From an optimization exercise on the open Yosys and OpenROAD flow, aimed at small area, a short achievable clock period and few clock cycles per item; shortcuts taken in it are not production practice.
For this run, only the layout was checked, not whether the RTL still works.
No activity file was given, so power comes from the tool's default toggle rates.

### flow/flow/run.sh
#!/bin/bash
set -euo pipefail
mapfile -t KNOBS < <(grep -v '^\s*\(#\|$\)' flow/knobs.txt)
bash standard.sh "${KNOBS[@]}" finish > orfs_make.log 2>&1
### flow/flow/knobs.txt
SETUP_SLACK_MARGIN=6.05
MATCH_CELL_FOOTPRINT=0
BUFFER_PORTS_ARGS=-buffer_cell sky130_fd_sc_hd__buf_2
CTS_ARGS=-sink_clustering_enable -repair_clock_nets -buf_list sky130_fd_sc_hd__clkbuf_16 -root_buf sky130_fd_sc_hd__clkbuf_16 -sink_clustering_buffer sky130_fd_sc_hd__clkbuf_16 -sink_buffer_max_cap_derate 0.03 -sink_clustering_size 24 -sink_clustering_max_diameter 100
### flow/standard.sh
#!/bin/bash
# synth_recipe.tcl (not shown) runs the flow's synth.tcl, then flattens the netlist and writes it again
# the make line also repeats each setting of config.mk as NAME=value (left out here)
make -C /OpenROAD-flow-scripts/flow DESIGN_CONFIG=/design/flow/config.mk WORK_HOME=/design/flow/orfs CLKGATE_MAP_FILE= SYNTH_SCRIPT=/design/flow/synth_recipe.tcl "${@:-finish}"
### flow/config.mk
export PLATFORM = sky130hd
export DESIGN_NAME = mvm_accum
export DESIGN_NICKNAME = mvm_accum
export VERILOG_FILES = /design/flow/design.v
export SDC_FILE = /design/flow/constraint.sdc
export NUM_CORES = 4
export LEC_CHECK = 0
export CAP_MARGIN = 20
export CORE_MARGIN = 2
export CORE_UTILIZATION = 40
export SLEW_MARGIN = 20
export SYNTH_HIERARCHICAL = 1
### flow/constraint.sdc
create_clock -name core_clock -period 9.0 [get_ports {clk}]
set_input_delay 1.8000 -clock core_clock [delete_from_list [all_inputs] [get_ports {clk}]]
set_output_delay 1.8000 -clock core_clock [all_outputs]
set_load 0.01 [all_outputs]
### flow/design.v
package mvm_accum_pkg;
    localparam int unsigned DEF_VP   = 3;
    localparam int unsigned DEF_EP   = 3;
    localparam int unsigned DEF_WI_X = 4;
    localparam int unsigned DEF_WF_X = 12;
    localparam int unsigned DEF_WI_W = 4;
    localparam int unsigned DEF_WF_W = 12;
    localparam int unsigned DEF_WI_O = 4;
    localparam int unsigned DEF_WF_O = 12;
endpackage
module mvm_lane (
    input  logic        clk,
    input  logic        acc_b,    
    input  logic        first_b,  
    input  logic [7:0]  eneg,     
    input  logic [7:0]  eone,     
    input  logic [7:0]  etwo,     
    input  logic [15:0] w_in,     
    input  logic        o_load,   
    output logic [15:0] data,
    output logic        ovf
);
    localparam logic [32:0] K = 33'h100010800;   
    logic        first, v;
    logic [7:0]  bneg, bone, btwo;
    logic [15:0] w;
    always_ff @(posedge clk) begin
        v     <= acc_b;
        first <= first_b;
        bneg  <= eneg;
        bone  <= eone;
        btwo  <= etwo;
        w     <= w_in;
    end
    logic [32:0] acc_s, acc_c;
    logic [32:0] as_i, ac_i;
    logic [32:0] ns, nc;
    assign as_i = first ? K : acc_s;
    assign ac_i = first ? 33'd0 : acc_c;
    wire [16:0] pp0;
    wire [16:0] pp1;
    wire [16:0] pp2;
    wire [16:0] pp3;
    wire [16:0] pp4;
    wire [16:0] pp5;
    wire [16:0] pp6;
    wire [16:0] pp7;
    wire [16:0] m0 = ({17{bone[0]}} & {w[15], w}) | ({17{btwo[0]}} & {w, 1'b0});
    assign pp0 = {v & ~(m0[16] ^ bneg[0]), m0[15:0] ^ {16{bneg[0]}}};
    wire [16:0] m1 = ({17{bone[1]}} & {w[15], w}) | ({17{btwo[1]}} & {w, 1'b0});
    assign pp1 = {v & ~(m1[16] ^ bneg[1]), m1[15:0] ^ {16{bneg[1]}}};
    wire [16:0] m2 = ({17{bone[2]}} & {w[15], w}) | ({17{btwo[2]}} & {w, 1'b0});
    assign pp2 = {v & ~(m2[16] ^ bneg[2]), m2[15:0] ^ {16{bneg[2]}}};
    wire [16:0] m3 = ({17{bone[3]}} & {w[15], w}) | ({17{btwo[3]}} & {w, 1'b0});
    assign pp3 = {v & ~(m3[16] ^ bneg[3]), m3[15:0] ^ {16{bneg[3]}}};
    wire [16:0] m4 = ({17{bone[4]}} & {w[15], w}) | ({17{btwo[4]}} & {w, 1'b0});
    assign pp4 = {v & ~(m4[16] ^ bneg[4]), m4[15:0] ^ {16{bneg[4]}}};
    wire [16:0] m5 = ({17{bone[5]}} & {w[15], w}) | ({17{btwo[5]}} & {w, 1'b0});
    assign pp5 = {v & ~(m5[16] ^ bneg[5]), m5[15:0] ^ {16{bneg[5]}}};
    wire [16:0] m6 = ({17{bone[6]}} & {w[15], w}) | ({17{btwo[6]}} & {w, 1'b0});
    assign pp6 = {v & ~(m6[16] ^ bneg[6]), m6[15:0] ^ {16{bneg[6]}}};
    wire [16:0] m7 = ({17{bone[7]}} & {w[15], w}) | ({17{btwo[7]}} & {w, 1'b0});
    assign pp7 = {v & ~(m7[16] ^ bneg[7]), m7[15:0] ^ {16{bneg[7]}}};
    wire h0s, h0c;
    mvm_ha u_h0 (.a(bneg[6]), .b(as_i[12]), .s(h0s), .co(h0c));
    wire h1s, h1c;
    mvm_ha u_h1 (.a(as_i[13]), .b(ac_i[13]), .s(h1s), .co(h1c));
    wire t2s, t2c;
    mvm_ffa u_t2 (.a(bneg[7]), .b(as_i[14]), .c(ac_i[14]), .s(t2s), .co(t2c));
    wire h3s, h3c;
    mvm_ha u_h3 (.a(pp0[14]), .b(pp1[12]), .s(h3s), .co(h3c));
    wire t4s, t4c;
    mvm_ffa u_t4 (.a(as_i[15]), .b(ac_i[15]), .c(pp0[15]), .s(t4s), .co(t4c));
    wire h5s, h5c;
    mvm_fha u_h5 (.a(pp1[13]), .b(pp2[11]), .s(h5s), .co(h5c));
    wire t6s, t6c;
    mvm_ffa u_t6 (.a(as_i[16]), .b(ac_i[16]), .c(pp0[16]), .s(t6s), .co(t6c));
    wire h7s, h7c;
    mvm_fha u_h7 (.a(pp1[14]), .b(pp2[12]), .s(h7s), .co(h7c));
    wire t8s, t8c;
    mvm_ffa u_t8 (.a(as_i[17]), .b(ac_i[17]), .c(pp1[15]), .s(t8s), .co(t8c));
    wire h9s, h9c;
    mvm_ha u_h9 (.a(as_i[18]), .b(ac_i[18]), .s(h9s), .co(h9c));
    wire h10s, h10c;
    mvm_ha u_h10 (.a(bneg[3]), .b(as_i[6]), .s(h10s), .co(h10c));
    wire h11s, h11c;
    mvm_ha u_h11 (.a(as_i[7]), .b(ac_i[7]), .s(h11s), .co(h11c));
    wire t12s, t12c;
    mvm_fa u_t12 (.a(bneg[4]), .b(as_i[8]), .c(ac_i[8]), .s(t12s), .co(t12c));
    wire h13s, h13c;
    mvm_ha u_h13 (.a(pp0[8]), .b(pp1[6]), .s(h13s), .co(h13c));
    wire t14s, t14c;
    mvm_fa u_t14 (.a(as_i[9]), .b(ac_i[9]), .c(pp0[9]), .s(t14s), .co(t14c));
    wire h15s, h15c;
    mvm_ha u_h15 (.a(pp1[7]), .b(pp2[5]), .s(h15s), .co(h15c));
    wire t16s, t16c;
    mvm_fa u_t16 (.a(bneg[5]), .b(as_i[10]), .c(ac_i[10]), .s(t16s), .co(t16c));
    wire t17s, t17c;
    mvm_fa u_t17 (.a(pp0[10]), .b(pp1[8]), .c(pp2[6]), .s(t17s), .co(t17c));
    wire h18s, h18c;
    mvm_ha u_h18 (.a(pp3[4]), .b(pp4[2]), .s(h18s), .co(h18c));
    wire t19s, t19c;
    mvm_fa u_t19 (.a(as_i[11]), .b(ac_i[11]), .c(pp0[11]), .s(t19s), .co(t19c));
    wire t20s, t20c;
    mvm_fa u_t20 (.a(pp1[9]), .b(pp2[7]), .c(pp3[5]), .s(t20s), .co(t20c));
    wire h21s, h21c;
    mvm_ha u_h21 (.a(pp4[3]), .b(pp5[1]), .s(h21s), .co(h21c));
    wire t22s, t22c;
    mvm_fa u_t22 (.a(ac_i[12]), .b(pp0[12]), .c(pp1[10]), .s(t22s), .co(t22c));
    wire t23s, t23c;
    mvm_fa u_t23 (.a(pp2[8]), .b(pp3[6]), .c(pp4[4]), .s(t23s), .co(t23c));
    wire t24s, t24c;
    mvm_fa u_t24 (.a(pp5[2]), .b(pp6[0]), .c(h0s), .s(t24s), .co(t24c));
    wire t25s, t25c;
    mvm_fa u_t25 (.a(pp0[13]), .b(pp1[11]), .c(pp2[9]), .s(t25s), .co(t25c));
    wire t26s, t26c;
    mvm_fa u_t26 (.a(pp3[7]), .b(pp4[5]), .c(pp5[3]), .s(t26s), .co(t26c));
    wire t27s, t27c;
    mvm_ffa u_t27 (.a(pp6[1]), .b(h0c), .c(h1s), .s(t27s), .co(t27c));
    wire t28s, t28c;
    mvm_fa u_t28 (.a(pp2[10]), .b(pp3[8]), .c(pp4[6]), .s(t28s), .co(t28c));
    wire t29s, t29c;
    mvm_fa u_t29 (.a(pp5[4]), .b(pp6[2]), .c(pp7[0]), .s(t29s), .co(t29c));
    wire t30s, t30c;
    mvm_ffa u_t30 (.a(h1c), .b(t2s), .c(h3s), .s(t30s), .co(t30c));
    wire t31s, t31c;
    mvm_fa u_t31 (.a(pp3[9]), .b(pp4[7]), .c(pp5[5]), .s(t31s), .co(t31c));
    wire t32s, t32c;
    mvm_ffa u_t32 (.a(pp6[3]), .b(pp7[1]), .c(h3c), .s(t32s), .co(t32c));
    wire t33s, t33c;
    mvm_ffa u_t33 (.a(h5s), .b(t4s), .c(t2c), .s(t33s), .co(t33c));
    wire t34s, t34c;
    mvm_fa u_t34 (.a(pp3[10]), .b(pp4[8]), .c(pp5[6]), .s(t34s), .co(t34c));
    wire t35s, t35c;
    mvm_ffa u_t35 (.a(pp6[4]), .b(pp7[2]), .c(h5c), .s(t35s), .co(t35c));
    wire t36s, t36c;
    mvm_ffa u_t36 (.a(h7s), .b(t6s), .c(t4c), .s(t36s), .co(t36c));
    wire t37s, t37c;
    mvm_fa u_t37 (.a(pp2[13]), .b(pp3[11]), .c(pp4[9]), .s(t37s), .co(t37c));
    wire t38s, t38c;
    mvm_fa u_t38 (.a(pp5[7]), .b(pp6[5]), .c(pp7[3]), .s(t38s), .co(t38c));
    wire t39s, t39c;
    mvm_ffa u_t39 (.a(h7c), .b(t8s), .c(t6c), .s(t39s), .co(t39c));
    wire t40s, t40c;
    mvm_fa u_t40 (.a(pp1[16]), .b(pp2[14]), .c(pp3[12]), .s(t40s), .co(t40c));
    wire t41s, t41c;
    mvm_fa u_t41 (.a(pp4[10]), .b(pp5[8]), .c(pp6[6]), .s(t41s), .co(t41c));
    wire t42s, t42c;
    mvm_ffa u_t42 (.a(pp7[4]), .b(h9s), .c(t8c), .s(t42s), .co(t42c));
    wire t43s, t43c;
    mvm_fa u_t43 (.a(as_i[19]), .b(ac_i[19]), .c(pp2[15]), .s(t43s), .co(t43c));
    wire t44s, t44c;
    mvm_fa u_t44 (.a(pp3[13]), .b(pp4[11]), .c(pp5[9]), .s(t44s), .co(t44c));
    wire t45s, t45c;
    mvm_fa u_t45 (.a(pp6[7]), .b(pp7[5]), .c(h9c), .s(t45s), .co(t45c));
    wire t46s, t46c;
    mvm_fa u_t46 (.a(as_i[20]), .b(ac_i[20]), .c(pp2[16]), .s(t46s), .co(t46c));
    wire t47s, t47c;
    mvm_fa u_t47 (.a(pp3[14]), .b(pp4[12]), .c(pp5[10]), .s(t47s), .co(t47c));
    wire h48s, h48c;
    mvm_ha u_h48 (.a(pp6[8]), .b(pp7[6]), .s(h48s), .co(h48c));
    wire t49s, t49c;
    mvm_fa u_t49 (.a(as_i[21]), .b(ac_i[21]), .c(pp3[15]), .s(t49s), .co(t49c));
    wire t50s, t50c;
    mvm_fa u_t50 (.a(pp4[13]), .b(pp5[11]), .c(pp6[9]), .s(t50s), .co(t50c));
    wire t51s, t51c;
    mvm_fa u_t51 (.a(as_i[22]), .b(ac_i[22]), .c(pp3[16]), .s(t51s), .co(t51c));
    wire h52s, h52c;
    mvm_ha u_h52 (.a(pp4[14]), .b(pp5[12]), .s(h52s), .co(h52c));
    wire t53s, t53c;
    mvm_fa u_t53 (.a(as_i[23]), .b(ac_i[23]), .c(pp4[15]), .s(t53s), .co(t53c));
    wire h54s, h54c;
    mvm_ha u_h54 (.a(as_i[24]), .b(ac_i[24]), .s(h54s), .co(h54c));
    wire h55s, h55c;
    mvm_ha u_h55 (.a(bneg[1]), .b(as_i[2]), .s(h55s), .co(h55c));
    wire h56s, h56c;
    mvm_ha u_h56 (.a(as_i[3]), .b(ac_i[3]), .s(h56s), .co(h56c));
    wire t57s, t57c;
    mvm_fa u_t57 (.a(bneg[2]), .b(as_i[4]), .c(ac_i[4]), .s(t57s), .co(t57c));
    wire h58s, h58c;
    mvm_ha u_h58 (.a(pp0[4]), .b(pp1[2]), .s(h58s), .co(h58c));
    wire t59s, t59c;
    mvm_fa u_t59 (.a(as_i[5]), .b(ac_i[5]), .c(pp0[5]), .s(t59s), .co(t59c));
    wire h60s, h60c;
    mvm_ha u_h60 (.a(pp1[3]), .b(pp2[1]), .s(h60s), .co(h60c));
    wire t61s, t61c;
    mvm_fa u_t61 (.a(ac_i[6]), .b(pp0[6]), .c(pp1[4]), .s(t61s), .co(t61c));
    wire t62s, t62c;
    mvm_fa u_t62 (.a(pp2[2]), .b(pp3[0]), .c(h10s), .s(t62s), .co(t62c));
    wire t63s, t63c;
    mvm_fa u_t63 (.a(pp0[7]), .b(pp1[5]), .c(pp2[3]), .s(t63s), .co(t63c));
    wire t64s, t64c;
    mvm_fa u_t64 (.a(pp3[1]), .b(h10c), .c(h11s), .s(t64s), .co(t64c));
    wire t65s, t65c;
    mvm_fa u_t65 (.a(pp2[4]), .b(pp3[2]), .c(pp4[0]), .s(t65s), .co(t65c));
    wire t66s, t66c;
    mvm_fa u_t66 (.a(h11c), .b(t12s), .c(h13s), .s(t66s), .co(t66c));
    wire t67s, t67c;
    mvm_fa u_t67 (.a(pp3[3]), .b(pp4[1]), .c(h13c), .s(t67s), .co(t67c));
    wire t68s, t68c;
    mvm_fa u_t68 (.a(h15s), .b(t14s), .c(t12c), .s(t68s), .co(t68c));
    wire t69s, t69c;
    mvm_fa u_t69 (.a(pp5[0]), .b(h15c), .c(t16s), .s(t69s), .co(t69c));
    wire t70s, t70c;
    mvm_fa u_t70 (.a(h18s), .b(t17s), .c(t14c), .s(t70s), .co(t70c));
    wire t71s, t71c;
    mvm_fa u_t71 (.a(h18c), .b(h21s), .c(t19s), .s(t71s), .co(t71c));
    wire t72s, t72c;
    mvm_fa u_t72 (.a(t16c), .b(t20s), .c(t17c), .s(t72s), .co(t72c));
    wire t73s, t73c;
    mvm_ffa u_t73 (.a(h21c), .b(t22s), .c(t23s), .s(t73s), .co(t73c));
    wire t74s, t74c;
    mvm_ffa u_t74 (.a(t19c), .b(t20c), .c(t24s), .s(t74s), .co(t74c));
    wire t75s, t75c;
    mvm_ffa u_t75 (.a(t25s), .b(t26s), .c(t22c), .s(t75s), .co(t75c));
    wire t76s, t76c;
    mvm_fa u_t76 (.a(t23c), .b(t27s), .c(t24c), .s(t76s), .co(t76c));
    wire t77s, t77c;
    mvm_ffa u_t77 (.a(t28s), .b(t29s), .c(t25c), .s(t77s), .co(t77c));
    wire t78s, t78c;
    mvm_ffa u_t78 (.a(t26c), .b(t27c), .c(t30s), .s(t78s), .co(t78c));
    wire t79s, t79c;
    mvm_ffa u_t79 (.a(t31s), .b(t28c), .c(t29c), .s(t79s), .co(t79c));
    wire t80s, t80c;
    mvm_ffa u_t80 (.a(t32s), .b(t33s), .c(t30c), .s(t80s), .co(t80c));
    wire t81s, t81c;
    mvm_fa u_t81 (.a(t34s), .b(t31c), .c(t35s), .s(t81s), .co(t81c));
    wire t82s, t82c;
    mvm_ffa u_t82 (.a(t32c), .b(t36s), .c(t33c), .s(t82s), .co(t82c));
    wire t83s, t83c;
    mvm_ffa u_t83 (.a(t37s), .b(t38s), .c(t34c), .s(t83s), .co(t83c));
    wire t84s, t84c;
    mvm_ffa u_t84 (.a(t35c), .b(t39s), .c(t36c), .s(t84s), .co(t84c));
    wire t85s, t85c;
    mvm_ffa u_t85 (.a(t40s), .b(t41s), .c(t37c), .s(t85s), .co(t85c));
    wire t86s, t86c;
    mvm_ffa u_t86 (.a(t38c), .b(t42s), .c(t39c), .s(t86s), .co(t86c));
    wire t87s, t87c;
    mvm_ffa u_t87 (.a(t43s), .b(t44s), .c(t40c), .s(t87s), .co(t87c));
    wire t88s, t88c;
    mvm_ffa u_t88 (.a(t41c), .b(t45s), .c(t42c), .s(t88s), .co(t88c));
    wire t89s, t89c;
    mvm_fa u_t89 (.a(h48s), .b(t46s), .c(t47s), .s(t89s), .co(t89c));
    wire t90s, t90c;
    mvm_ffa u_t90 (.a(t43c), .b(t44c), .c(t45c), .s(t90s), .co(t90c));
    wire t91s, t91c;
    mvm_fa u_t91 (.a(pp7[7]), .b(h48c), .c(t49s), .s(t91s), .co(t91c));
    wire t92s, t92c;
    mvm_fa u_t92 (.a(t50s), .b(t46c), .c(t47c), .s(t92s), .co(t92c));
    wire t93s, t93c;
    mvm_fa u_t93 (.a(pp6[10]), .b(pp7[8]), .c(h52s), .s(t93s), .co(t93c));
    wire t94s, t94c;
    mvm_fa u_t94 (.a(t51s), .b(t49c), .c(t50c), .s(t94s), .co(t94c));
    wire t95s, t95c;
    mvm_fa u_t95 (.a(pp5[13]), .b(pp6[11]), .c(pp7[9]), .s(t95s), .co(t95c));
    wire t96s, t96c;
    mvm_fa u_t96 (.a(h52c), .b(t53s), .c(t51c), .s(t96s), .co(t96c));
    wire t97s, t97c;
    mvm_fa u_t97 (.a(pp4[16]), .b(pp5[14]), .c(pp6[12]), .s(t97s), .co(t97c));
    wire t98s, t98c;
    mvm_fa u_t98 (.a(pp7[10]), .b(h54s), .c(t53c), .s(t98s), .co(t98c));
    wire t99s, t99c;
    mvm_fa u_t99 (.a(as_i[25]), .b(ac_i[25]), .c(pp5[15]), .s(t99s), .co(t99c));
    wire t100s, t100c;
    mvm_fa u_t100 (.a(pp6[13]), .b(pp7[11]), .c(h54c), .s(t100s), .co(t100c));
    wire t101s, t101c;
    mvm_fa u_t101 (.a(as_i[26]), .b(ac_i[26]), .c(pp5[16]), .s(t101s), .co(t101c));
    wire h102s, h102c;
    mvm_ha u_h102 (.a(pp6[14]), .b(pp7[12]), .s(h102s), .co(h102c));
    wire t103s, t103c;
    mvm_fa u_t103 (.a(as_i[27]), .b(ac_i[27]), .c(pp6[15]), .s(t103s), .co(t103c));
    wire h104s, h104c;
    mvm_ha u_h104 (.a(as_i[28]), .b(ac_i[28]), .s(h104s), .co(h104c));
    wire h105s, h105c;
    mvm_ha u_h105 (.a(bneg[0]), .b(as_i[0]), .s(h105s), .co(h105c));
    wire h106s, h106c;
    mvm_ha u_h106 (.a(as_i[1]), .b(ac_i[1]), .s(h106s), .co(h106c));
    wire t107s, t107c;
    mvm_fa u_t107 (.a(ac_i[2]), .b(pp0[2]), .c(pp1[0]), .s(t107s), .co(t107c));
    wire t108s, t108c;
    mvm_fa u_t108 (.a(pp0[3]), .b(pp1[1]), .c(h55c), .s(t108s), .co(t108c));
    wire t109s, t109c;
    mvm_fa u_t109 (.a(pp2[0]), .b(h56c), .c(t57s), .s(t109s), .co(t109c));
    wire t110s, t110c;
    mvm_fa u_t110 (.a(h58c), .b(h60s), .c(t59s), .s(t110s), .co(t110c));
    wire t111s, t111c;
    mvm_fa u_t111 (.a(h60c), .b(t61s), .c(t59c), .s(t111s), .co(t111c));
    wire t112s, t112c;
    mvm_fa u_t112 (.a(t63s), .b(t61c), .c(t64s), .s(t112s), .co(t112c));
    wire t113s, t113c;
    mvm_fa u_t113 (.a(t65s), .b(t63c), .c(t64c), .s(t113s), .co(t113c));
    wire t114s, t114c;
    mvm_fa u_t114 (.a(t65c), .b(t67s), .c(t68s), .s(t114s), .co(t114c));
    wire t115s, t115c;
    mvm_ffa u_t115 (.a(t69s), .b(t67c), .c(t68c), .s(t115s), .co(t115c));
    wire t116s, t116c;
    mvm_ffa u_t116 (.a(t71s), .b(t69c), .c(t72s), .s(t116s), .co(t116c));
    wire t117s, t117c;
    mvm_ffa u_t117 (.a(t71c), .b(t73s), .c(t74s), .s(t117s), .co(t117c));
    wire t118s, t118c;
    mvm_ffa u_t118 (.a(t75s), .b(t73c), .c(t74c), .s(t118s), .co(t118c));
    wire t119s, t119c;
    mvm_ffa u_t119 (.a(t77s), .b(t75c), .c(t78s), .s(t119s), .co(t119c));
    wire t120s, t120c;
    mvm_ffa u_t120 (.a(t79s), .b(t77c), .c(t80s), .s(t120s), .co(t120c));
    wire t121s, t121c;
    mvm_ffa u_t121 (.a(t81s), .b(t79c), .c(t82s), .s(t121s), .co(t121c));
    wire t122s, t122c;
    mvm_ffa u_t122 (.a(t83s), .b(t81c), .c(t84s), .s(t122s), .co(t122c));
    wire t123s, t123c;
    mvm_ffa u_t123 (.a(t85s), .b(t83c), .c(t86s), .s(t123s), .co(t123c));
    wire t124s, t124c;
    mvm_ffa u_t124 (.a(t87s), .b(t85c), .c(t88s), .s(t124s), .co(t124c));
    wire t125s, t125c;
    mvm_ffa u_t125 (.a(t89s), .b(t87c), .c(t90s), .s(t125s), .co(t125c));
    wire t126s, t126c;
    mvm_ffa u_t126 (.a(t91s), .b(t92s), .c(t89c), .s(t126s), .co(t126c));
    wire t127s, t127c;
    mvm_ffa u_t127 (.a(t93s), .b(t91c), .c(t94s), .s(t127s), .co(t127c));
    wire t128s, t128c;
    mvm_fa u_t128 (.a(t95s), .b(t96s), .c(t93c), .s(t128s), .co(t128c));
    wire t129s, t129c;
    mvm_fa u_t129 (.a(t97s), .b(t95c), .c(t98s), .s(t129s), .co(t129c));
    wire t130s, t130c;
    mvm_fa u_t130 (.a(t99s), .b(t97c), .c(t100s), .s(t130s), .co(t130c));
    wire t131s, t131c;
    mvm_fa u_t131 (.a(h102s), .b(t101s), .c(t99c), .s(t131s), .co(t131c));
    wire t132s, t132c;
    mvm_fa u_t132 (.a(pp7[13]), .b(h102c), .c(t103s), .s(t132s), .co(t132c));
    wire t133s, t133c;
    mvm_fa u_t133 (.a(pp6[16]), .b(pp7[14]), .c(h104s), .s(t133s), .co(t133c));
    wire t134s, t134c;
    mvm_fa u_t134 (.a(as_i[29]), .b(ac_i[29]), .c(pp7[15]), .s(t134s), .co(t134c));
    wire h135s, h135c;
    mvm_ha u_h135 (.a(as_i[30]), .b(ac_i[30]), .s(h135s), .co(h135c));
    wire h136s, h136c;
    mvm_ha u_h136 (.a(ac_i[0]), .b(pp0[0]), .s(h136s), .co(h136c));
    wire t137s, t137c;
    mvm_fa u_t137 (.a(pp0[1]), .b(h105c), .c(h106s), .s(t137s), .co(t137c));
    wire t138s, t138c;
    mvm_fa u_t138 (.a(h106c), .b(h55s), .c(t107s), .s(t138s), .co(t138c));
    wire t139s, t139c;
    mvm_fa u_t139 (.a(h56s), .b(t107c), .c(t108s), .s(t139s), .co(t139c));
    wire t140s, t140c;
    mvm_fa u_t140 (.a(h58s), .b(t108c), .c(t109s), .s(t140s), .co(t140c));
    wire t141s, t141c;
    mvm_fa u_t141 (.a(t57c), .b(t110s), .c(t109c), .s(t141s), .co(t141c));
    wire t142s, t142c;
    mvm_fa u_t142 (.a(t62s), .b(t110c), .c(t111s), .s(t142s), .co(t142c));
    wire t143s, t143c;
    mvm_fa u_t143 (.a(t62c), .b(t112s), .c(t111c), .s(t143s), .co(t143c));
    wire t144s, t144c;
    mvm_fa u_t144 (.a(t66s), .b(t113s), .c(t112c), .s(t144s), .co(t144c));
    wire t145s, t145c;
    mvm_ffa u_t145 (.a(t66c), .b(t114s), .c(t113c), .s(t145s), .co(t145c));
    wire t146s, t146c;
    mvm_ffa u_t146 (.a(t70s), .b(t115s), .c(t114c), .s(t146s), .co(t146c));
    wire t147s, t147c;
    mvm_ffa u_t147 (.a(t70c), .b(t116s), .c(t115c), .s(t147s), .co(t147c));
    wire t148s, t148c;
    mvm_ffa u_t148 (.a(t72c), .b(t117s), .c(t116c), .s(t148s), .co(t148c));
    wire t149s, t149c;
    mvm_ffa u_t149 (.a(t76s), .b(t118s), .c(t117c), .s(t149s), .co(t149c));
    wire t150s, t150c;
    mvm_ffa u_t150 (.a(t76c), .b(t119s), .c(t118c), .s(t150s), .co(t150c));
    wire t151s, t151c;
    mvm_ffa u_t151 (.a(t78c), .b(t120s), .c(t119c), .s(t151s), .co(t151c));
    wire t152s, t152c;
    mvm_ffa u_t152 (.a(t80c), .b(t121s), .c(t120c), .s(t152s), .co(t152c));
    wire t153s, t153c;
    mvm_ffa u_t153 (.a(t82c), .b(t122s), .c(t121c), .s(t153s), .co(t153c));
    wire t154s, t154c;
    mvm_ffa u_t154 (.a(t84c), .b(t123s), .c(t122c), .s(t154s), .co(t154c));
    wire t155s, t155c;
    mvm_ffa u_t155 (.a(t86c), .b(t124s), .c(t123c), .s(t155s), .co(t155c));
    wire t156s, t156c;
    mvm_ffa u_t156 (.a(t125s), .b(t88c), .c(t124c), .s(t156s), .co(t156c));
    wire t157s, t157c;
    mvm_ffa u_t157 (.a(t90c), .b(t126s), .c(t125c), .s(t157s), .co(t157c));
    wire t158s, t158c;
    mvm_ffa u_t158 (.a(t92c), .b(t127s), .c(t126c), .s(t158s), .co(t158c));
    wire t159s, t159c;
    mvm_ffa u_t159 (.a(t94c), .b(t128s), .c(t127c), .s(t159s), .co(t159c));
    wire t160s, t160c;
    mvm_ffa u_t160 (.a(t96c), .b(t129s), .c(t128c), .s(t160s), .co(t160c));
    wire t161s, t161c;
    mvm_ffa u_t161 (.a(t130s), .b(t98c), .c(t129c), .s(t161s), .co(t161c));
    wire t162s, t162c;
    mvm_fa u_t162 (.a(t100c), .b(t131s), .c(t130c), .s(t162s), .co(t162c));
    wire t163s, t163c;
    mvm_fa u_t163 (.a(t101c), .b(t132s), .c(t131c), .s(t163s), .co(t163c));
    wire t164s, t164c;
    mvm_fa u_t164 (.a(t103c), .b(t133s), .c(t132c), .s(t164s), .co(t164c));
    wire t165s, t165c;
    mvm_fa u_t165 (.a(h104c), .b(t134s), .c(t133c), .s(t165s), .co(t165c));
    wire t166s, t166c;
    mvm_fa u_t166 (.a(pp7[16]), .b(h135s), .c(t134c), .s(t166s), .co(t166c));
    wire t167s, t167c;
    mvm_fa u_t167 (.a(as_i[31]), .b(ac_i[31]), .c(h135c), .s(t167s), .co(t167c));
    wire h168s, h168c;
    mvm_ha u_h168 (.a(as_i[32]), .b(ac_i[32]), .s(h168s), .co(h168c));
    assign ns[0] = h136s;
    assign ns[1] = h136c;
    assign ns[2] = t137c;
    assign ns[3] = t138c;
    assign ns[4] = t139c;
    assign ns[5] = t140c;
    assign ns[6] = t141c;
    assign ns[7] = t142c;
    assign ns[8] = t143c;
    assign ns[9] = t144c;
    assign ns[10] = t145c;
    assign ns[11] = t146c;
    assign ns[12] = t147c;
    assign ns[13] = t148c;
    assign ns[14] = t149c;
    assign ns[15] = t150c;
    assign ns[16] = t151c;
    assign ns[17] = t152c;
    assign ns[18] = t153c;
    assign ns[19] = t154c;
    assign ns[20] = t155c;
    assign ns[21] = t156c;
    assign ns[22] = t157c;
    assign ns[23] = t158c;
    assign ns[24] = t159c;
    assign ns[25] = t160c;
    assign ns[26] = t161c;
    assign ns[27] = t162c;
    assign ns[28] = t163c;
    assign ns[29] = t164c;
    assign ns[30] = t165c;
    assign ns[31] = t166c;
    assign ns[32] = t167c;
    assign nc[0] = h105s;
    assign nc[1] = t137s;
    assign nc[2] = t138s;
    assign nc[3] = t139s;
    assign nc[4] = t140s;
    assign nc[5] = t141s;
    assign nc[6] = t142s;
    assign nc[7] = t143s;
    assign nc[8] = t144s;
    assign nc[9] = t145s;
    assign nc[10] = t146s;
    assign nc[11] = t147s;
    assign nc[12] = t148s;
    assign nc[13] = t149s;
    assign nc[14] = t150s;
    assign nc[15] = t151s;
    assign nc[16] = t152s;
    assign nc[17] = t153s;
    assign nc[18] = t154s;
    assign nc[19] = t155s;
    assign nc[20] = t156s;
    assign nc[21] = t157s;
    assign nc[22] = t158s;
    assign nc[23] = t159s;
    assign nc[24] = t160s;
    assign nc[25] = t161s;
    assign nc[26] = t162s;
    assign nc[27] = t163s;
    assign nc[28] = t164s;
    assign nc[29] = t165s;
    assign nc[30] = t166s;
    assign nc[31] = t167s;
    assign nc[32] = h168s;
    wire [26:0] g, p;
    mvm_ha u_gp0 (.a(acc_s[0]), .b(acc_c[0]), .s(p[0]), .co(g[0]));
    mvm_ha u_gp1 (.a(acc_s[1]), .b(acc_c[1]), .s(p[1]), .co(g[1]));
    mvm_ha u_gp2 (.a(acc_s[2]), .b(acc_c[2]), .s(p[2]), .co(g[2]));
    mvm_ha u_gp3 (.a(acc_s[3]), .b(acc_c[3]), .s(p[3]), .co(g[3]));
    mvm_ha u_gp4 (.a(acc_s[4]), .b(acc_c[4]), .s(p[4]), .co(g[4]));
    mvm_ha u_gp5 (.a(acc_s[5]), .b(acc_c[5]), .s(p[5]), .co(g[5]));
    mvm_ha u_gp6 (.a(acc_s[6]), .b(acc_c[6]), .s(p[6]), .co(g[6]));
    mvm_ha u_gp7 (.a(acc_s[7]), .b(acc_c[7]), .s(p[7]), .co(g[7]));
    mvm_ha u_gp8 (.a(acc_s[8]), .b(acc_c[8]), .s(p[8]), .co(g[8]));
    mvm_ha u_gp9 (.a(acc_s[9]), .b(acc_c[9]), .s(p[9]), .co(g[9]));
    mvm_ha u_gp10 (.a(acc_s[10]), .b(acc_c[10]), .s(p[10]), .co(g[10]));
    mvm_ha u_gp11 (.a(acc_s[11]), .b(acc_c[11]), .s(p[11]), .co(g[11]));
    mvm_ha u_gp12 (.a(acc_s[12]), .b(acc_c[12]), .s(p[12]), .co(g[12]));
    mvm_ha u_gp13 (.a(acc_s[13]), .b(acc_c[13]), .s(p[13]), .co(g[13]));
    mvm_ha u_gp14 (.a(acc_s[14]), .b(acc_c[14]), .s(p[14]), .co(g[14]));
    mvm_ha u_gp15 (.a(acc_s[15]), .b(acc_c[15]), .s(p[15]), .co(g[15]));
    mvm_ha u_gp16 (.a(acc_s[16]), .b(acc_c[16]), .s(p[16]), .co(g[16]));
    mvm_ha u_gp17 (.a(acc_s[17]), .b(acc_c[17]), .s(p[17]), .co(g[17]));
    mvm_ha u_gp18 (.a(acc_s[18]), .b(acc_c[18]), .s(p[18]), .co(g[18]));
    mvm_ha u_gp19 (.a(acc_s[19]), .b(acc_c[19]), .s(p[19]), .co(g[19]));
    mvm_ha u_gp20 (.a(acc_s[20]), .b(acc_c[20]), .s(p[20]), .co(g[20]));
    mvm_ha u_gp21 (.a(acc_s[21]), .b(acc_c[21]), .s(p[21]), .co(g[21]));
    mvm_ha u_gp22 (.a(acc_s[22]), .b(acc_c[22]), .s(p[22]), .co(g[22]));
    mvm_ha u_gp23 (.a(acc_s[23]), .b(acc_c[23]), .s(p[23]), .co(g[23]));
    mvm_ha u_gp24 (.a(acc_s[24]), .b(acc_c[24]), .s(p[24]), .co(g[24]));
    mvm_ha u_gp25 (.a(acc_s[25]), .b(acc_c[25]), .s(p[25]), .co(g[25]));
    mvm_ha u_gp26 (.a(acc_s[26]), .b(acc_c[26]), .s(p[26]), .co(g[26]));
    wire G_1_0;
    mvm_g u_G_1_0 (.gh(g[1]), .ph(p[1]), .gl(g[0]), .g(G_1_0));
    wire G_3_2, P_3_2;
    mvm_gp u_G_3_2 (.gh(g[3]), .ph(p[3]), .gl(g[2]), .pl(p[2]), .g(G_3_2), .p(P_3_2));
    wire G_5_4, P_5_4;
    mvm_gp u_G_5_4 (.gh(g[5]), .ph(p[5]), .gl(g[4]), .pl(p[4]), .g(G_5_4), .p(P_5_4));
    wire G_8_7, P_8_7;
    mvm_gp u_G_8_7 (.gh(g[8]), .ph(p[8]), .gl(g[7]), .pl(p[7]), .g(G_8_7), .p(P_8_7));
    wire G_10_9, P_10_9;
    mvm_gp u_G_10_9 (.gh(g[10]), .ph(p[10]), .gl(g[9]), .pl(p[9]), .g(G_10_9), .p(P_10_9));
    wire G_12_11, P_12_11;
    mvm_gp u_G_12_11 (.gh(g[12]), .ph(p[12]), .gl(g[11]), .pl(p[11]), .g(G_12_11), .p(P_12_11));
    wire G_15_14, P_15_14;
    mvm_gp u_G_15_14 (.gh(g[15]), .ph(p[15]), .gl(g[14]), .pl(p[14]), .g(G_15_14), .p(P_15_14));
    wire G_17_16, P_17_16;
    mvm_gp u_G_17_16 (.gh(g[17]), .ph(p[17]), .gl(g[16]), .pl(p[16]), .g(G_17_16), .p(P_17_16));
    wire G_19_18, P_19_18;
    mvm_gp u_G_19_18 (.gh(g[19]), .ph(p[19]), .gl(g[18]), .pl(p[18]), .g(G_19_18), .p(P_19_18));
    wire G_22_21, P_22_21;
    mvm_gp u_G_22_21 (.gh(g[22]), .ph(p[22]), .gl(g[21]), .pl(p[21]), .g(G_22_21), .p(P_22_21));
    wire G_25_24, P_25_24;
    mvm_gp u_G_25_24 (.gh(g[25]), .ph(p[25]), .gl(g[24]), .pl(p[24]), .g(G_25_24), .p(P_25_24));
    wire G_6_4, P_6_4;
    mvm_gp u_G_6_4 (.gh(g[6]), .ph(p[6]), .gl(G_5_4), .pl(P_5_4), .g(G_6_4), .p(P_6_4));
    wire G_13_11, P_13_11;
    mvm_gp u_G_13_11 (.gh(g[13]), .ph(p[13]), .gl(G_12_11), .pl(P_12_11), .g(G_13_11), .p(P_13_11));
    wire G_16_14, P_16_14;
    mvm_gp u_G_16_14 (.gh(g[16]), .ph(p[16]), .gl(G_15_14), .pl(P_15_14), .g(G_16_14), .p(P_16_14));
    wire G_20_18, P_20_18;
    mvm_gp u_G_20_18 (.gh(g[20]), .ph(p[20]), .gl(G_19_18), .pl(P_19_18), .g(G_20_18), .p(P_20_18));
    wire G_23_21, P_23_21;
    mvm_gp u_G_23_21 (.gh(g[23]), .ph(p[23]), .gl(G_22_21), .pl(P_22_21), .g(G_23_21), .p(P_23_21));
    wire G_26_24, P_26_24;
    mvm_gp u_G_26_24 (.gh(g[26]), .ph(p[26]), .gl(G_25_24), .pl(P_25_24), .g(G_26_24), .p(P_26_24));
    wire G_3_0;
    mvm_g u_G_3_0 (.gh(G_3_2), .ph(P_3_2), .gl(G_1_0), .g(G_3_0));
    wire G_10_7, P_10_7;
    mvm_gp u_G_10_7 (.gh(G_10_9), .ph(P_10_9), .gl(G_8_7), .pl(P_8_7), .g(G_10_7), .p(P_10_7));
    wire G_17_14, P_17_14;
    mvm_gp u_G_17_14 (.gh(G_17_16), .ph(P_17_16), .gl(G_15_14), .pl(P_15_14), .g(G_17_14), .p(P_17_14));
    wire G_24_21, P_24_21;
    mvm_gp u_G_24_21 (.gh(g[24]), .ph(p[24]), .gl(G_23_21), .pl(P_23_21), .g(G_24_21), .p(P_24_21));
    wire G_11_7, P_11_7;
    mvm_gp u_G_11_7 (.gh(g[11]), .ph(p[11]), .gl(G_10_7), .pl(P_10_7), .g(G_11_7), .p(P_11_7));
    wire G_18_14, P_18_14;
    mvm_gp u_G_18_14 (.gh(g[18]), .ph(p[18]), .gl(G_17_14), .pl(P_17_14), .g(G_18_14), .p(P_18_14));
    wire G_25_21, P_25_21;
    mvm_gp u_G_25_21 (.gh(G_25_24), .ph(P_25_24), .gl(G_23_21), .pl(P_23_21), .g(G_25_21), .p(P_25_21));
    wire G_12_7, P_12_7;
    mvm_gp u_G_12_7 (.gh(G_12_11), .ph(P_12_11), .gl(G_10_7), .pl(P_10_7), .g(G_12_7), .p(P_12_7));
    wire G_19_14, P_19_14;
    mvm_gp u_G_19_14 (.gh(G_19_18), .ph(P_19_18), .gl(G_17_14), .pl(P_17_14), .g(G_19_14), .p(P_19_14));
    wire G_26_21, P_26_21;
    mvm_gp u_G_26_21 (.gh(G_26_24), .ph(P_26_24), .gl(G_23_21), .pl(P_23_21), .g(G_26_21), .p(P_26_21));
    wire G_6_0;
    mvm_g u_G_6_0 (.gh(G_6_4), .ph(P_6_4), .gl(G_3_0), .g(G_6_0));
    wire G_13_7, P_13_7;
    mvm_gp u_G_13_7 (.gh(G_13_11), .ph(P_13_11), .gl(G_10_7), .pl(P_10_7), .g(G_13_7), .p(P_13_7));
    wire G_20_14, P_20_14;
    mvm_gp u_G_20_14 (.gh(G_20_18), .ph(P_20_18), .gl(G_17_14), .pl(P_17_14), .g(G_20_14), .p(P_20_14));
    wire G_21_14, P_21_14;
    mvm_gp u_G_21_14 (.gh(g[21]), .ph(p[21]), .gl(G_20_14), .pl(P_20_14), .g(G_21_14), .p(P_21_14));
    wire G_22_14, P_22_14;
    mvm_gp u_G_22_14 (.gh(G_22_21), .ph(P_22_21), .gl(G_20_14), .pl(P_20_14), .g(G_22_14), .p(P_22_14));
    wire G_23_14, P_23_14;
    mvm_gp u_G_23_14 (.gh(G_23_21), .ph(P_23_21), .gl(G_20_14), .pl(P_20_14), .g(G_23_14), .p(P_23_14));
    wire G_24_14, P_24_14;
    mvm_gp u_G_24_14 (.gh(G_24_21), .ph(P_24_21), .gl(G_20_14), .pl(P_20_14), .g(G_24_14), .p(P_24_14));
    wire G_11_0;
    mvm_g u_G_11_0 (.gh(G_11_7), .ph(P_11_7), .gl(G_6_0), .g(G_11_0));
    wire G_25_14, P_25_14;
    mvm_gp u_G_25_14 (.gh(G_25_21), .ph(P_25_21), .gl(G_20_14), .pl(P_20_14), .g(G_25_14), .p(P_25_14));
    wire G_12_0;
    mvm_g u_G_12_0 (.gh(G_12_7), .ph(P_12_7), .gl(G_6_0), .g(G_12_0));
    wire G_26_14, P_26_14;
    mvm_gp u_G_26_14 (.gh(G_26_21), .ph(P_26_21), .gl(G_20_14), .pl(P_20_14), .g(G_26_14), .p(P_26_14));
    wire G_13_0;
    mvm_g u_G_13_0 (.gh(G_13_7), .ph(P_13_7), .gl(G_6_0), .g(G_13_0));
    wire G_14_0;
    mvm_g u_G_14_0 (.gh(g[14]), .ph(p[14]), .gl(G_13_0), .g(G_14_0));
    wire G_15_0;
    mvm_g u_G_15_0 (.gh(G_15_14), .ph(P_15_14), .gl(G_13_0), .g(G_15_0));
    wire G_16_0;
    mvm_g u_G_16_0 (.gh(G_16_14), .ph(P_16_14), .gl(G_13_0), .g(G_16_0));
    wire G_17_0;
    mvm_g u_G_17_0 (.gh(G_17_14), .ph(P_17_14), .gl(G_13_0), .g(G_17_0));
    wire G_18_0;
    mvm_g u_G_18_0 (.gh(G_18_14), .ph(P_18_14), .gl(G_13_0), .g(G_18_0));
    wire G_19_0;
    mvm_g u_G_19_0 (.gh(G_19_14), .ph(P_19_14), .gl(G_13_0), .g(G_19_0));
    wire G_20_0;
    mvm_g u_G_20_0 (.gh(G_20_14), .ph(P_20_14), .gl(G_13_0), .g(G_20_0));
    wire G_21_0;
    mvm_g u_G_21_0 (.gh(G_21_14), .ph(P_21_14), .gl(G_13_0), .g(G_21_0));
    wire G_22_0;
    mvm_g u_G_22_0 (.gh(G_22_14), .ph(P_22_14), .gl(G_13_0), .g(G_22_0));
    wire G_23_0;
    mvm_g u_G_23_0 (.gh(G_23_14), .ph(P_23_14), .gl(G_13_0), .g(G_23_0));
    wire G_24_0;
    mvm_g u_G_24_0 (.gh(G_24_14), .ph(P_24_14), .gl(G_13_0), .g(G_24_0));
    wire G_25_0;
    mvm_g u_G_25_0 (.gh(G_25_14), .ph(P_25_14), .gl(G_13_0), .g(G_25_0));
    wire G_26_0;
    mvm_g u_G_26_0 (.gh(G_26_14), .ph(P_26_14), .gl(G_13_0), .g(G_26_0));
    wire [27:12] cy;    
    assign cy[12] = G_11_0;
    assign cy[13] = G_12_0;
    assign cy[14] = G_13_0;
    assign cy[15] = G_14_0;
    assign cy[16] = G_15_0;
    assign cy[17] = G_16_0;
    assign cy[18] = G_17_0;
    assign cy[19] = G_18_0;
    assign cy[20] = G_19_0;
    assign cy[21] = G_20_0;
    assign cy[22] = G_21_0;
    assign cy[23] = G_22_0;
    assign cy[24] = G_23_0;
    assign cy[25] = G_24_0;
    assign cy[26] = G_25_0;
    assign cy[27] = G_26_0;
    wire [27:12] tot;
    assign tot[26:12] = p[26:12] ^ cy[26:12];
    wire inr0, inr1, sg0, sg1, t27_0, t27_1;
    mvm_top u_top (.s(acc_s[32:27]), .c(acc_c[32:27]), .inr0(inr0), .inr1(inr1),
                   .sg0(sg0), .sg1(sg1), .t0(t27_0), .t1(t27_1));
    wire inr = cy[27] ? inr1 : inr0;    
    wire sg  = cy[27] ? sg1 : sg0;      
    assign tot[27] = cy[27] ? t27_1 : t27_0;
    wire [15:0] satv = sg ? 16'h8000 : 16'h7fff;
    wire [15:0] res  = inr ? tot[27:12] : satv;
    wire [15:0] data_n;
    wire        ovf_n;
    for (genvar j = 0; j < 16; j++) begin : g_hold
        mvm_hold u_hold (.ld(o_load), .d(res[j]), .q(data[j]), .y(data_n[j]));
    end
    mvm_hold u_hovf (.ld(o_load), .d(~inr), .q(ovf), .y(ovf_n));
    always_ff @(posedge clk) begin
        acc_s <= ns;
        acc_c <= nc;
        data  <= data_n;
        ovf   <= ovf_n;
    end
endmodule
module mvm_fa (input logic a, b, c, output logic s, co);
    assign s  = a ^ b ^ c;
    assign co = (a & b) | (a & c) | (b & c);
endmodule
module mvm_ffa (input logic a, b, c, output logic s, co);
    logic p;
    mvm_xor2 u_p (.a(a), .b(b), .y(p));
    mvm_xor2 u_s (.a(p), .b(c), .y(s));
    mvm_maj3 u_c (.a(a), .b(b), .c(c), .y(co));
endmodule
module mvm_xor2 (input logic a, b, output logic y);
    assign y = a ^ b;
endmodule
module mvm_maj3 (input logic a, b, c, output logic y);
    assign y = (a & b) | (a & c) | (b & c);
endmodule
module mvm_gp (input logic gh, ph, gl, pl, output logic g, p);
    assign g = gh | (ph & gl);
    assign p = ph & pl;
endmodule
module mvm_g (input logic gh, ph, gl, output logic g);
    assign g = gh | (ph & gl);
endmodule
module mvm_top (input logic [5:0] s, c, output logic inr0, inr1, sg0, sg1, t0, t1);
    wire [5:0] u0 = s + c;
    wire [5:0] u1 = s + c + 6'd1;
    assign inr0 = (u0 == 6'd0) || (u0 == 6'd63);
    assign inr1 = (u1 == 6'd0) || (u1 == 6'd63);
    assign sg0 = u0[5];
    assign sg1 = u1[5];
    assign t0 = u0[0];
    assign t1 = u1[0];
endmodule
module mvm_fha (input logic a, b, output logic s, co);
    mvm_xor2 u_s (.a(a), .b(b), .y(s));
    mvm_and2 u_c (.a(a), .b(b), .y(co));
endmodule
module mvm_and2 (input logic a, b, output logic y);
    assign y = a & b;
endmodule
module mvm_hold (input logic ld, d, q, output logic y);
    assign y = ld ? d : q;
endmodule
module mvm_ha (input logic a, b, output logic s, co);
    assign s  = a ^ b;
    assign co = a & b;
endmodule
module mvm_accum (
    input  logic        clk,
    input  logic        rst,
    input  logic        clr,
    input  logic        s_valid,
    output logic        s_ready,
    input  logic [15:0] s_x,
    input  logic [47:0] s_w,
    output logic        m_valid,
    input  logic        m_ready,
    output logic [47:0] m_data,
    output logic [2:0]  m_ovf
);
    logic [1:0] bc;           
    logic       iv;           
    logic       ilast;        
    logic       afull;        
    logic       s_busy;       
    assign s_ready = ~s_busy;
    wire acc_b  = s_valid & s_ready & ~clr;
    wire o_load = afull & ~m_valid;
    wire [1:0] bc_n    = clr ? 2'd0 : acc_b ? ((bc == 2'd2) ? 2'd0 : bc + 2'd1) : bc;
    wire       afull_n = ~clr & ((iv & ilast) | (afull & ~o_load));
    wire       mval_n  = ~clr & (o_load | (m_valid & ~m_ready));
    wire [16:0] xe = {s_x, 1'b0};
    logic [7:0] eneg, eone, etwo;
    always_comb begin
        for (int i = 0; i < 8; i++) begin
            eneg[i] = xe[2*i+2] & ~(xe[2*i+1] & xe[2*i]);
            eone[i] = xe[2*i+1] ^ xe[2*i];
            etwo[i] = (xe[2*i+2] & ~xe[2*i+1] & ~xe[2*i]) | (~xe[2*i+2] & xe[2*i+1] & xe[2*i]);
        end
    end
    always_ff @(posedge clk or posedge rst) begin
        if (rst) begin
            bc      <= 2'd0;
            iv      <= 1'b0;
            ilast   <= 1'b0;
            afull   <= 1'b0;
            m_valid <= 1'b0;
            s_busy  <= 1'b0;
        end else begin
            bc      <= bc_n;
            iv      <= acc_b;
            ilast   <= acc_b & (bc == 2'd2);
            afull   <= afull_n;
            m_valid <= mval_n;
            s_busy  <= (bc_n == 2'd0) & (mval_n | afull_n);
        end
    end
    for (genvar l = 0; l < 3; l++) begin : g_lane
        mvm_lane u_lane (
            .clk    (clk),
            .acc_b  (acc_b),
            .first_b(acc_b & (bc == 2'd0)),
            .eneg   (eneg & {8{acc_b}}),
            .eone   (eone & {8{acc_b}}),
            .etwo   (etwo & {8{acc_b}}),
            .w_in   (s_w[(2-l)*16 +: 16]),
            .o_load (o_load),
            .data   (m_data[(2-l)*16 +: 16]),
            .ovf    (m_ovf[l])
        );
    end
endmodule
==> summary.txt <==
==> sequential cells by signal, summed over array words and instances (netlist names) <==
| signal | cells |
|---|---|
| bc | 2 |
| iv | 1 |
| ilast | 1 |
| g_lane.u_lane.btwo | 24 |
| g_lane.u_lane.data | 48 |
| m_valid | 1 |
| afull | 1 |
| g_lane.u_lane.bneg | 24 |
| g_lane.u_lane.w | 48 |
| g_lane.u_lane.acc_s | 99 |
| g_lane.u_lane.bone | 24 |
| s_busy | 1 |
| g_lane.u_lane.ovf | 3 |
| g_lane.u_lane.v | 3 |
| g_lane.u_lane.acc_c | 99 |
| g_lane.u_lane.first | 3 |
==> stage by stage <==
stage / hold WS [ns] / instances
6_report: 0.487 / 4423
5_1_grt: 0.503 / 4419
4_1_cts: 0.492 / 4295
3_5_place_dp: 0.465 / 4244
3_3_place_gp: 0.469 / 4244
2_1_floorplan: 0.450 / 3213
==> Yosys stat by module, one instance, submodules excluded, excerpt <==
module	area [um^2]	flops+latches	cells inside	times used
mvm_lane	5890	125	598	3
mvm_ha	12.5	0	1	153
mvm_g	7.51	0	1	57
mvm_maj3	11.3	0	1	171
mvm_accum	709	7	81	1
mvm_fa	20.0	0	1	258
mvm_hold	15.0	0	1	51
mvm_and2	6.26	0	1	6
mvm_top	259	0	32	3
mvm_gp	13.8	0	2	99
==> critical path: cells and delay by family (launching register included) <==
| kind | cells | cell delay [ns] |
|---|---|---|
| DFF | 1 | 0.39 |
| buffers and inverters | 2 | 0.16 |
==> final timing paths <==
path	to	depth (start not counted)
max in group asynchronous	m_valid	2
max reg2reg	g_lane[1].u_lane.acc_c[19]	10
max	s_ready	2
min in group asynchronous	s_busy	2
min	g_lane[2].u_lane.ovf	1
min reg2reg	g_lane[2].u_lane.ovf	1
==> cell usage after synthesis, types with 5 or more instances <==
master,instances
mux2_4,51
a22oi_1,361
inv_1,15
o211ai_1,15
o211ai_2,30
a21o_1,156
or3_1,6
nor2_1,24
mux2i_1,29
fa_1,261
xnor2_1,432
buf_2,126
dfrtp_1,7
nor2b_1,190
maj3_2,171
or2_2,9
xor2_1,360
nor3b_1,6
and2_1,113
o21ai_0,27
nand2_1,53
clkbuf_1,117
ha_1,175
nand3b_1,8
nand2b_1,28
buf_6,5
dfxtp_1,375
a21oi_1,11
==> where the power goes <==
group	switching, W	internal [W]	total, W
Combinational	0.00394	0.00391	0.00785
Clock	0.000714	0.000622	0.00134
Sequential	0.000358	0.00226	0.00261
==> layout make-up <==
cell class / instances / area [um^2]
well taps: 1134 / 1420
clock inverters: 20 / 272
clock buffers: 26 / 651
multi-input cells: 2568 / 25400
fillers: 7930 / 45700
inverters: 16 / 67.6
repair buffers: 273 / 2160
diodes: 4 / 10.0
flip-flops and latches: 382 / 8090
==> layer usage <==
metal | track usage | part of all wire
met1 | 0.272 | 0.46
met2 | 0.313 | 0.46
met3 | 0.0278 | 0.061
met4 | 0.0358 | 0.016
met5 | 0 | 0.00056
==> what timing repair did <==
action | in CTS | in global routing
resized for setup | 170 | 190
setup endpoints to repair | 172 | 127
buffers inserted | 3 | 113
gates cloned | 2 | 11
pin swaps | 4 | 81
==> cells by family (layout without fill, tap and decap cells) <==
| group | after synthesis | after routing | share of synthesized area |
|---|---|---|---|
| multiplexers | 86 | 90 | 0.0335 |
| XOR/XNOR | 795 | 795 | 0.207 |
| buffers and inverters | 270 | 335 | 0.0364 |
| other | 0 | 4 | 0 |
| AND/OR/NAND/NOR | 459 | 462 | 0.0812 |
| flip-flops | 382 | 382 | 0.227 |
| adder cells (fa/ha/maj) | 607 | 607 | 0.276 |
| AO/OA/AOI/OAI | 614 | 614 | 0.139 |
==> impl_metrics.csv <==
group,metric,value,unit
clock_network,hold_buffers,0,
critical_path,start_kind,"flop",
timing,clock_skew,0.0263,ns
clock_network,cts_made_buffers,26,
global_routing,antenna_found_initial,6,
critical_path,path_class,"reg -> out",
critical_path,cp-startpoint,"s_busy",
synthesis,synthArstFlopShare,0.0183,
clock_network,cts.clk_slew.worst_paths,0.10,ns
run_status,status,"no timing/DRC/antenna violations",
synthesis,synth_cells,3213,
synthesis,ys_seq_area_frac,0.227,
timing,relSlewSlack,0.481,
critical_path,cp-end-kind,"primary output",
die,initial_core_util,0.404,
global_routing,grt_pass1_vias,23600,
finish,design_area,38000,um^2
synthesis,synth.avg_cell_area,10.5,um^2
timing,post-route-period-util,0.329,
synthesis,synthTopCellsByArea,"dfxtp_1 (22%), fa_1 (15%), xnor2_1 (11%), xor2_1 (9.3%), a22oi_1 (8.0%)",
place,dpl_cell_area,34900,um^2
timing,rsz0062_at_grt,"yes",
clock_network,clockBufferDepth,3,
finish,mostFrequentLayoutCells,"xnor2_1 (427), xor2_1 (354), a22oi_1 (353)",
timing,worstMarginPinSlew,0.777,ns
power,leakage,17.0,nW
place,gp_congestion,0.822,
routing,vias,23600,
routing,drt-initial-drc-count,1488,
die,die_w,295,um
clock_network,clockRootBuffer,"clkbuf_16",
die,core-area,83700,um^2
synthesis,ys_ff_latch,382,
timing,setup_tns,0,ns
global_routing,grt_max_degree,67,
critical_path,cp.arrival,1.16,ns
critical_path,required,7.20,ns
finish,final_common_cell,"xnor2_1",
synthesis,synth_top_cell_by_area,"dfxtp_1",
finish,num-nets-final,3772,
timing,final.min_clock_period,2.96,ns
critical_path,r2r-start,"g_lane[1].u_lane.w[11]",
finish,drive_gt1_frac,0.245,
place,place_ws,5.55,ns
timing,layout_setup_ws,6.04,ns
clock_network,worstSkewPairLatency,0.61,ns
flow_run,drv_cap,0,
power,power_density,310,nW/um^2
routing,final_antenna_net_count,0,
clock_network,clock-sinks,382,
die,die_h,295,um
routing,wirelength,87100,um
timing,hold_viol_final,0,
critical_path,critical_path.max_stage_delay,0.39,ns
global_routing,grt_pass1_wl,134000,um
worst_hold_path,min-delay-start,"g_lane[2].u_lane.ovf",
routing,drc_errors,0,
clock_network,cts_tree,"yes",
timing,final_max_slew_viol_count,0,
critical_path,slowest_stage,"dfrtp_1",
synthesis,synth_top_area_frac,0.222,
critical_path,cp_cell_sequence,"inv_1, buf_2",
synthesis,ys_types,50,
timing,fmax,338,MHz
power,fin_total_pwr,0.0118,W
synthesis,synth_edf_count,0,
synthesis,synth_ff_type,"dfxtp_1",
timing,setup_viol,0,
clock_network,cts_htree_levels,1,
place,dpl.hpwl,60600,um
place,io_buffer_count,121,
die,die_area,86900,um^2
finish,utilization,0.454,
routing,routed_via_density,5.32,
worst_hold_path,hp-class,"reg -> reg",
power,max-vdd-ir-drop,0.206,mV
die,rows,106,
synthesis,syn_nets,3718,
routing,dr.pass1.iters,8,
routing,wl_per_cell,19.7,um
synthesis,ys_warn_count,8,
critical_path,reg2reg_slack,6.12,ns
global_routing,overflow,0,
global_routing,grt.total_usage,0.192,
finish,area_growth,12.4,%
critical_path,critPathMaxFanout,2,
die,io_pins,122,
synthesis,syn-cell-area,33800,um^2

## separate check: timing with driven ports
Ports are ideal in the flow. The routed layout listed here was re-timed in OpenROAD.
Step 1, drivers: a clkbuf_16 drives clk and a buf_2 each remaining input, both assumed.
Step 2 adds t to the input delays and takes it off the output delays; t is the mean of the earliest and latest rising clock arrival at the registers after step 1. Input paths then give back, and output paths get back, about the clock's delay inside the block.
Three values: ideal ports, drivers, drivers and shift; two values: the first two.
t (ns): 0.667
setup slack, ns: 6.037 / 5.971 / 5.789
worst hold slack (ns): 0.487 / 0.487 / 0.487
worst register clock-pin slew, ns: 0.10 / 0.10
worst data-port slew with drivers (ns): 0.11
After both steps setup and hold are still met in this run. For this run, drivers alone change the setup slack by -0.066 ns; drivers and shift together by -0.248 ns.
